This design comes from an exercise in tuning for small area on the open sky130 flow, not from production work. RTL that was checked went through simulation tests only; none was proved equivalent to the original. No activity file was given, so power comes from the tool's default toggle rates. The flow treats the clock pin as an ideal source, which a real chip does not have.

==> flow/design.v <==
package gemm_pkg;
  localparam int DATA_WIDTH     = 32;
  localparam int LATENCY        = 5;
  localparam int K_TILES        = 4;
  localparam int COLS           = 8;
  localparam int FIFO_DEPTH     = 4;
  localparam int ISSUES_PER_ROW = COLS * K_TILES;
  typedef logic [DATA_WIDTH-1:0] data_t;
  typedef logic [COLS-1:0][DATA_WIDTH-1:0] row_t;
  function automatic int clog2_min1(input int n);
    if (n > 1) clog2_min1 = $clog2(n);
    else       clog2_min1 = 1;
  endfunction
endpackage
module result_row_fifo #(
  parameter int DW    = gemm_pkg::DATA_WIDTH,
  parameter int COLS  = gemm_pkg::COLS,
  parameter int DEPTH = gemm_pkg::FIFO_DEPTH
) (
  input  logic                 clk,
  input  logic                 rst,
  input  logic                 wen,
  input  logic [((COLS > 1) ? $clog2(COLS) : 1)-1:0] wcol,
  input  logic                 push,
  input  logic                 pop,
  input  logic [DW-1:0]        din,
  output logic                 empty,
  output logic [COLS*DW-1:0]   head
);
  localparam int AW = (DEPTH > 1) ? $clog2(DEPTH) : 1;
  localparam int CW = (COLS > 1) ? $clog2(COLS) : 1;
  localparam int NW = $clog2(DEPTH + 1);
  logic [COLS*DW-1:0] ring [DEPTH];
  logic [NW-1:0]      count;
  logic [AW-1:0]      wpos, pend_pos;
  logic [DEPTH-1:0]   hsel;
  logic [CW-1:0]      pend_col;
  logic [DW-1:0]      pend;
  logic               pend_vld, inj, bypass;
  logic [COLS-1:0]    keep;
  logic               pend_vld_n;
  logic [CW-1:0]      wcol_n, pend_col_n;
  logic [AW-1:0]      wpos_n, pend_pos_n;
  assign empty = (count == '0);
  assign pend_col = wcol - 1'b1;
  assign pend_pos = wpos - AW'(wcol == '0);
  assign inj      = pend_vld && (pend_pos == AW'(DEPTH-1));
  assign bypass   = pend_vld && (wcol == '0) && hsel[pend_pos];
  always_comb begin
    head = '0;
    for (int p = 0; p < DEPTH; p++)
      head = head | (ring[p] & {(COLS*DW){hsel[p]}});
    if (bypass) head[(COLS-1)*DW +: DW] = pend;
  end
  always_ff @(posedge clk) begin
    if (rst) begin
      count    <= '0;
      wpos     <= '0;
      hsel     <= DEPTH'(1);
      pend_vld <= 1'b0;
    end else begin
      if (push && !pop)      count <= count + 1'b1;
      else if (pop && !push) count <= count - 1'b1;
      wpos <= wpos_n;
      hsel <= pop ? {hsel[DEPTH-3:0], hsel[DEPTH-1:DEPTH-2]} : {hsel[DEPTH-2:0], hsel[DEPTH-1]};
      if (wen) pend_vld <= 1'b1;
      else if (inj) pend_vld <= 1'b0;
    end
  end
  always_ff @(posedge clk) begin
    if (wen) pend <= din;
  end
  assign pend_vld_n = !rst && (wen || (pend_vld && !inj));
  assign wpos_n     = wpos + 1'b1 + AW'(push);
  assign wcol_n     = wcol + CW'(wen);
  assign pend_col_n = wcol_n - 1'b1;
  assign pend_pos_n = wpos_n - AW'(wcol_n == '0);
  always_ff @(posedge clk) begin
    for (int c = 0; c < COLS; c++)
      keep[c] <= !(pend_vld_n && pend_col_n == CW'(c) && pend_pos_n == AW'(DEPTH-1));
  end
  always_ff @(posedge clk) begin
    for (int p = 1; p < DEPTH; p++) ring[p] <= ring[p-1];
    for (int c = 0; c < COLS; c++)
      ring[0][c*DW +: DW] <= (pend & {DW{inj && pend_col == CW'(c)}}) |
                             (ring[DEPTH-1][c*DW +: DW] & {DW{keep[c]}});
  end
endmodule
module gemm_result_collector #(
  parameter int DATA_WIDTH = gemm_pkg::DATA_WIDTH,
  parameter int LATENCY    = gemm_pkg::LATENCY,
  parameter int K_TILES    = gemm_pkg::K_TILES,
  parameter int COLS       = gemm_pkg::COLS,
  parameter int FIFO_DEPTH = gemm_pkg::FIFO_DEPTH
) (
  input  logic                       clk,
  input  logic                       rst,
  input  logic                       issue_valid,
  output logic                       issue_ready,
  input  logic [DATA_WIDTH-1:0]      ipu_data_in,
  output logic                       row_valid,
  input  logic                       row_ready,
  output logic [COLS*DATA_WIDTH-1:0] row_data
);
  localparam int ROW_ISSUES = COLS * K_TILES;
  localparam int IW  = (ROW_ISSUES > 1) ? $clog2(ROW_ISSUES) : 1;
  localparam int KW  = (K_TILES > 1) ? $clog2(K_TILES) : 1;
  localparam int CW  = (COLS > 1) ? $clog2(COLS) : 1;
  localparam int CRW = $clog2(FIFO_DEPTH + 1);
  logic [LATENCY-1:0] vld_pipe;
  logic [IW-1:0]      issue_cnt;
  logic [CRW-1:0]     credits;
  logic [KW-1:0]      k;
  logic [CW-1:0]      col;
  logic [DATA_WIDTH-1:0] acc, elem;
  logic               fire, reserve, tail, elem_done, push, pop, empty;
  assign issue_ready = !rst && (credits != '0 || issue_cnt != '0);
  assign fire        = issue_valid && issue_ready;
  assign reserve     = fire && (issue_cnt == '0);
  assign tail        = vld_pipe[LATENCY-1];
  assign elem        = ipu_data_in + ((k == '0) ? '0 : acc);
  assign elem_done   = tail && (k == KW'(K_TILES-1));
  assign push        = elem_done && (col == CW'(COLS-1));
  assign row_valid   = !empty;
  assign pop         = row_valid && row_ready;
  always_ff @(posedge clk) begin
    if (rst) begin
      vld_pipe  <= '0;
      issue_cnt <= '0;
      credits   <= CRW'(FIFO_DEPTH);
      k         <= '0;
      col       <= '0;
    end else begin
      vld_pipe <= LATENCY'({vld_pipe, fire});
      if (fire) issue_cnt <= issue_cnt + 1'b1;
      if (reserve && !pop)      credits <= credits - 1'b1;
      else if (pop && !reserve) credits <= credits + 1'b1;
      if (tail) begin
        k <= k + 1'b1;
        if (elem_done) col <= col + 1'b1;
      end
    end
  end
  always_ff @(posedge clk) begin
    if (tail) acc <= elem;
  end
  result_row_fifo #(.DW(DATA_WIDTH), .COLS(COLS), .DEPTH(FIFO_DEPTH)) u_fifo (
    .clk   (clk),
    .rst   (rst),
    .wen   (elem_done),
    .wcol  (col),
    .push  (push),
    .pop   (pop),
    .din   (elem),
    .empty (empty),
    .head  (row_data)
  );
endmodule
==> flow/config.mk <==
export PLATFORM = sky130hd
export DESIGN_NAME = gemm_result_collector
export DESIGN_NICKNAME = gemm_result_collector
export VERILOG_FILES = /design/flow/design.v
export SDC_FILE = /design/flow/constraint.sdc
export NUM_CORES = 4
export LEC_CHECK = 0
export CAP_MARGIN = 20
export CORE_MARGIN = 2
export CORE_UTILIZATION = 65
export SLEW_MARGIN = 20
==> flow/constraint.sdc <==
create_clock -name core_clock -period 5.0 [get_ports {clk}]
set_input_delay 1.0000 -clock core_clock [delete_from_list [all_inputs] [get_ports {clk}]]
set_output_delay 1.0000 -clock core_clock [all_outputs]
set_load 0.01 [all_outputs]
standard.sh (not shown) runs the stock make flow with config.mk's settings and CLKGATE_MAP_FILE= SYNTH_SCRIPT=/design/flow/synth_recipe.tcl, a recipe that flattens the netlist after the stock synthesis.
==> flow/flow/run.sh <==
#!/bin/bash
set -euo pipefail
export BUFFER_PORTS_ARGS="-buffer_cell sky130_fd_sc_hd__buf_1"
export CTS_ARGS="-sink_clustering_enable -repair_clock_nets -dont_use_dummy_load -sink_clustering_size 30 -sink_clustering_max_diameter 80 -buf_list {sky130_fd_sc_hd__clkbuf_8 sky130_fd_sc_hd__clkbuf_16}"
bash standard.sh finish > flow.log 2>&1
The first run ran to the end with no violations.
==> next run, changes <==
==> flow/flow/run.sh (replaced) <==
#!/bin/bash
set -euo pipefail
export BUFFER_PORTS_ARGS="-buffer_cell sky130_fd_sc_hd__buf_1"
export CTS_ARGS="-sink_clustering_enable -repair_clock_nets -dont_use_dummy_load -sink_clustering_size 30 -sink_clustering_max_diameter 80 -buf_list {sky130_fd_sc_hd__clkbuf_16}"
bash standard.sh finish > flow.log 2>&1
Settings changed: PLACE_DENSITY from default to 0.85.
This time the run reached the layout checks and failed them: slew limit.
Synthesized area is unchanged.
Sequential share of layout area is about the same.
Cell count is about the same.
Power hardly moves.
Core utilization hardly moves.
Via count increases slightly.
Sequential power hardly moves.
Design area barely changes.
Setup slack gets better by 90 ps.
==> next run, changes <==
Settings changed: CAP_MARGIN 20 to 5, PLACE_DENSITY 0.85 to default, SLEW_MARGIN 20 to 5.
Outcome: The new run completed without violations; worst setup slack is worse by 90 ps; first-iteration DRC count goes down by a quarter to a third; cell area hardly moves; via count goes down slightly; power hardly moves.
==> next run, changes <==
Settings changed: CAP_MARGIN 5 to 20, SLEW_MARGIN 5 to 20.
The changed run went through all stages and came out clean.
Register-to-register slack is about the same.
Setup slack does not change.
Routed wire length does not change.
Fmax stays the same.
Count of clock-buffer cells in the layout stays the same.
Utilization is unchanged.
Worst hold slack does not change.
Sequential cell count does not change.
Cell area stays the same.

========
== exp/juniper ==
gemm_result_collector, a different RTL version from the one above (not shown whole).
Size in the first run: roughly 2200 cells after synthesis.
export LEC_CHECK = 0
export CAP_MARGIN = 20
export CORE_MARGIN = 2
export CORE_UTILIZATION = 65
export SLEW_MARGIN = 20
create_clock -name core_clock -period 5.0 [get_ports {clk}]
==> flow/flow/run.sh <==
#!/bin/bash
set -euo pipefail
export BUFFER_PORTS_ARGS="-buffer_cell sky130_fd_sc_hd__buf_1"
export CTS_ARGS="-sink_clustering_enable -repair_clock_nets -dont_use_dummy_load -sink_clustering_size 30 -sink_clustering_max_diameter 80 -buf_list {sky130_fd_sc_hd__clkbuf_16}"
R=orfs/results/sky130hd/gemm_result_collector/base
bash standard.sh synth > synth.log 2>&1
sed -i 's/\bsky130_fd_sc_hd__mux4_2\b/sky130_fd_sc_hd__mux4_1/g' $R/1_2_yosys.v
rm -f $R/1_synth.odb $R/1_synth.sdc
bash standard.sh finish > flow.log 2>&1
Changes in exp/fjord relative to exp/juniper:
Settings: changing CORE_UTILIZATION from 65 to 40.
==> flow/flow/run.sh <==
#!/bin/bash
set -euo pipefail
export BUFFER_PORTS_ARGS="-buffer_cell sky130_fd_sc_hd__buf_1"
export CTS_ARGS="-sink_clustering_enable -repair_clock_nets -dont_use_dummy_load"
bash standard.sh finish > flow.log 2>&1
Findings:
- On total wire length after detailed routing: exp/fjord sits above exp/juniper.
- Between exp/fjord and exp/juniper, the non-clock buffer share of cell area does not differ in any meaningful way.
- Slew at the pin closest to its max-slew limit ends up lower on exp/fjord.
The inputs of exp/sierra differ from those of exp/fjord as listed below.
Settings: CORE_UTILIZATION now 65, was 40.
==> flow/flow/run.sh <==
#!/bin/bash
set -euo pipefail
export BUFFER_PORTS_ARGS="-buffer_cell sky130_fd_sc_hd__buf_1"
export CTS_ARGS="-sink_clustering_enable -repair_clock_nets -dont_use_dummy_load -sink_clustering_size 25 -sink_clustering_max_diameter 60 -buf_list {sky130_fd_sc_hd__clkbuf_8 sky130_fd_sc_hd__clkbuf_16}"
bash standard.sh finish > flow.log 2>&1
==> results.txt <==
- exp/sierra: full flow OK, the timing, design-rule and antenna checks passed
- After synthesis and placement, the instance count of exp/sierra is below that of exp/fjord.
- Sequential power essentially unchanged between exp/fjord and exp/sierra.
- exp/sierra reports a lower cell row count than exp/fjord does.
The following lists how exp/tundra was set up differently from exp/sierra:
Settings: changing CORE_UTILIZATION from 65 to 40.
==> flow/flow/run.sh <==
#!/bin/bash
set -euo pipefail
export BUFFER_PORTS_ARGS="-buffer_cell sky130_fd_sc_hd__buf_1"
export CTS_ARGS="-sink_clustering_enable -repair_clock_nets -dont_use_dummy_load -buf_list {sky130_fd_sc_hd__clkbuf_4 sky130_fd_sc_hd__clkbuf_8}"
bash standard.sh finish > flow.log 2>&1
### Flow results
exp/tundra ran to completion and came out clean on the timing, design-rule and antenna checks. exp/sierra finished every step from synthesis to the final layout, and the layout passed the timing, design-rule and antenna checks. Clock period minus worst slack (higher): exp/sierra. When exp/tundra is set beside exp/sierra, its worst setup slack turns out to be 0.10 ns larger. Summary: with exp/sierra as the reference, final weighted congestion in routability-driven placement in exp/tundra moved up by a few percent.
Changes in exp/xenon relative to exp/tundra:
==> flow/run.sh (new file) <==
#!/bin/bash
# synth_recipe.tcl (not shown) runs the flow's synth.tcl, then flattens the netlist and writes it again
# the make line also repeats each setting of config.mk as NAME=value (left out here)
make -C /OpenROAD-flow-scripts/flow DESIGN_CONFIG=/design/flow/config.mk WORK_HOME=/design/flow/orfs CLKGATE_MAP_FILE= SYNTH_SCRIPT=/design/flow/synth_recipe.tcl finish
removed: flow/flow/run.sh
removed: flow/standard.sh
## What came out
Per the final summary, exp/xenon finished and its layout is clean on timing, DRC and antenna.
exp/tundra has completed all stages; timing, DRC and antenna checks passed.
exp/xenon against exp/tundra: internal cell power went up by 0.0017 W, sequential share of layout area went down, maximum level of the CTS H-tree went down by 1, number of antenna violations at the first check in global routing saw an increase.
[exp/xenon] critical-path maximum fanout rose 12 relative to exp/tundra
Taking exp/tundra as the reference, in exp/xenon part of the total power dissipated in combinational logic now smaller, global-route usage over all layers now smaller, cell count now larger, combinational gate power now larger.
On wire length of the first global-routing pass, exp/tundra loses to exp/xenon.
On post-placement worst setup slack: between exp/xenon and exp/tundra, it ends up higher for exp/tundra.

========
gemm_result_collector, a different RTL version from the one above (not shown whole).
Size in the first run: roughly 2,800 cells after synthesis, about 1,100 flip-flops, ~290 I/O pins, roughly 0.034 mm² of cells after synthesis.
clock: 5.0 ns
lec_check: 0
cap_margin: 20
core_margin: 2
core_utilization: 80
slew_margin: 20
==> flow/flow/run.sh <==
#!/bin/bash
set -euo pipefail
export BUFFER_PORTS_ARGS="-buffer_cell sky130_fd_sc_hd__buf_1"
export CTS_ARGS="-sink_clustering_enable -repair_clock_nets -dont_use_dummy_load -sink_clustering_size 30 -sink_clustering_max_diameter 80 -buf_list {sky130_fd_sc_hd__clkbuf_16}"
bash standard.sh finish > flow.log 2>&1
The starting point completed without violations.
Next try:
--- a/flow/config.mk
+++ b/flow/config.mk
@@ -9,3 +9,3 @@
 export CORE_MARGIN = 2
-export CORE_UTILIZATION = 80
+export CORE_UTILIZATION = 65
 export SLEW_MARGIN = 20
Outcome: Count of clock-buffer cells in the layout is unchanged. Final cell count went up by 4.3%. Total power is about the same.
Function was not checked in any run of this note: the RTL went through the layout flow alone.

========
== 05-22 ==
Another version of the RTL of gemm_result_collector (not shown whole).
For scale: ~2,800 cells after synthesis.
// gemm_result_collector
module gemm_result_collector #(
  parameter int DATA_WIDTH = gemm_pkg::DATA_WIDTH,
  parameter int LATENCY    = gemm_pkg::LATENCY,
  parameter int K_TILES    = gemm_pkg::K_TILES,
  parameter int COLS       = gemm_pkg::COLS,
  parameter int FIFO_DEPTH = gemm_pkg::FIFO_DEPTH
) (
  input  logic                       clk,
  input  logic                       rst,
  input  logic                       issue_valid,
  output logic                       issue_ready,
  input  logic [DATA_WIDTH-1:0]      ipu_data_in,
  output logic                       row_valid,
  input  logic                       row_ready,
  output logic [COLS*DATA_WIDTH-1:0] row_data
);
export LEC_CHECK = 0
export CAP_MARGIN = 10
export CORE_MARGIN = 2
export CORE_UTILIZATION = 65
export GPL_TIMING_DRIVEN = 0
export SLEW_MARGIN = 10
create_clock -name core_clock -period 5.0 [get_ports {clk}]
Scripts as last shown in full above: flow/flow/run.sh
05-22 completed; timing, DRC and antenna clean
Modified inputs, 11-15 compared to 05-22
# 05-22
export LEC_CHECK = 0
export CAP_MARGIN = 10
export CORE_MARGIN = 2
export CORE_UTILIZATION = 65
export GPL_TIMING_DRIVEN = 0
export SLEW_MARGIN = 10
create_clock -name core_clock -period 5.0 [get_ports {clk}]
# 11-15
export LEC_CHECK = 0
export CAP_MARGIN = 20
export CORE_MARGIN = 2
export CORE_UTILIZATION = 65
export SLEW_MARGIN = 20
create_clock -name core_clock -period 5.0 [get_ports {clk}]
[summary]
- Diff 05-22 -> 11-15: global-route wire length before repair shows a reduction of 4100 µm, routed length on met3 grew by about 9%, flip-flop and latch share of the layout cell area now larger, total of fill cells in the finished design climbed 55, highest attainable clock frequency +0.016 GHz.
- The final layout from 11-15, which completed every stage, passed the timing, design-rule and antenna checks at the end of the flow.
- 05-22 ended up with row_data[228] as its timing endpoint of the critical path; 11-15 ended up with row_data[232].
- Setup slack in 11-15 is larger than in 05-22.
- Looking at final cell count across 05-22 and 11-15, the one that comes out higher is 05-22.
- Summary: with 05-22 as the reference, non-clock buffer count in 11-15 moved down by more than a quarter.
- Sort 05-22 and 11-15 by wire length, ascending, and 11-15 comes first.
- Against 05-22, 11-15 comes in 0.36 points higher on multi-input logic portion of the cell area.

-- re-timing with driven ports --
The results above use ideal ports. As a check the final layouts listed here were re-extracted and re-timed, cells and wires unchanged.
Step 1, drivers: a clkbuf_16 drives clk and a buf_2 each remaining input, both assumed.
Step 2 times the ports against the registers' clock, not the clock port: input delays grow and output delays shrink by t, the midpoint of the rising clock arrivals with the driver on.
Three values: ideal ports, drivers, drivers and shift; two values: the first two.
run | t, ns | slack for setup (ns) | clock arrival spread, ns
the first run of note 1 | 0.657 | 0.422 / 0.359 / 1.017 | 0.062 / 0.063
the second run of note 1 | 0.659 | 0.512 / 0.451 / 1.110 | 0.051 / 0.050
the third run of note 1 | 0.657 | 0.422 / 0.359 / 1.017 | 0.062 / 0.063
the fourth run of note 1 | 0.657 | 0.422 / 0.359 / 1.017 | 0.062 / 0.063
exp/juniper | 0.647 | 0.402 / 0.342 / 0.988 | 0.064 / 0.063
exp/fjord | 0.711 | 0.301 / 0.236 / 0.947 | 0.068 / 0.068
exp/sierra | 0.670 | 0.255 / 0.193 / 0.863 | 0.083 / 0.082
exp/tundra | 0.840 | 0.358 / 0.295 / 1.134 | 0.123 / 0.123
exp/xenon | 0.735 | 0.230 / 0.163 / 0.796 | 0.015 / 0.016
the first run of note 3 | 0.647 | 0.803 / 0.741 / 1.081 | 0.072 / 0.072
the second run of note 3 | 0.653 | 0.821 / 0.761 / 1.168 | 0.054 / 0.053
05-22 | 0.647 | 0.261 / 0.201 / 0.848 | 0.058 / 0.058
11-15 | 0.659 | 0.597 / 0.534 / 1.194 | 0.070 / 0.071
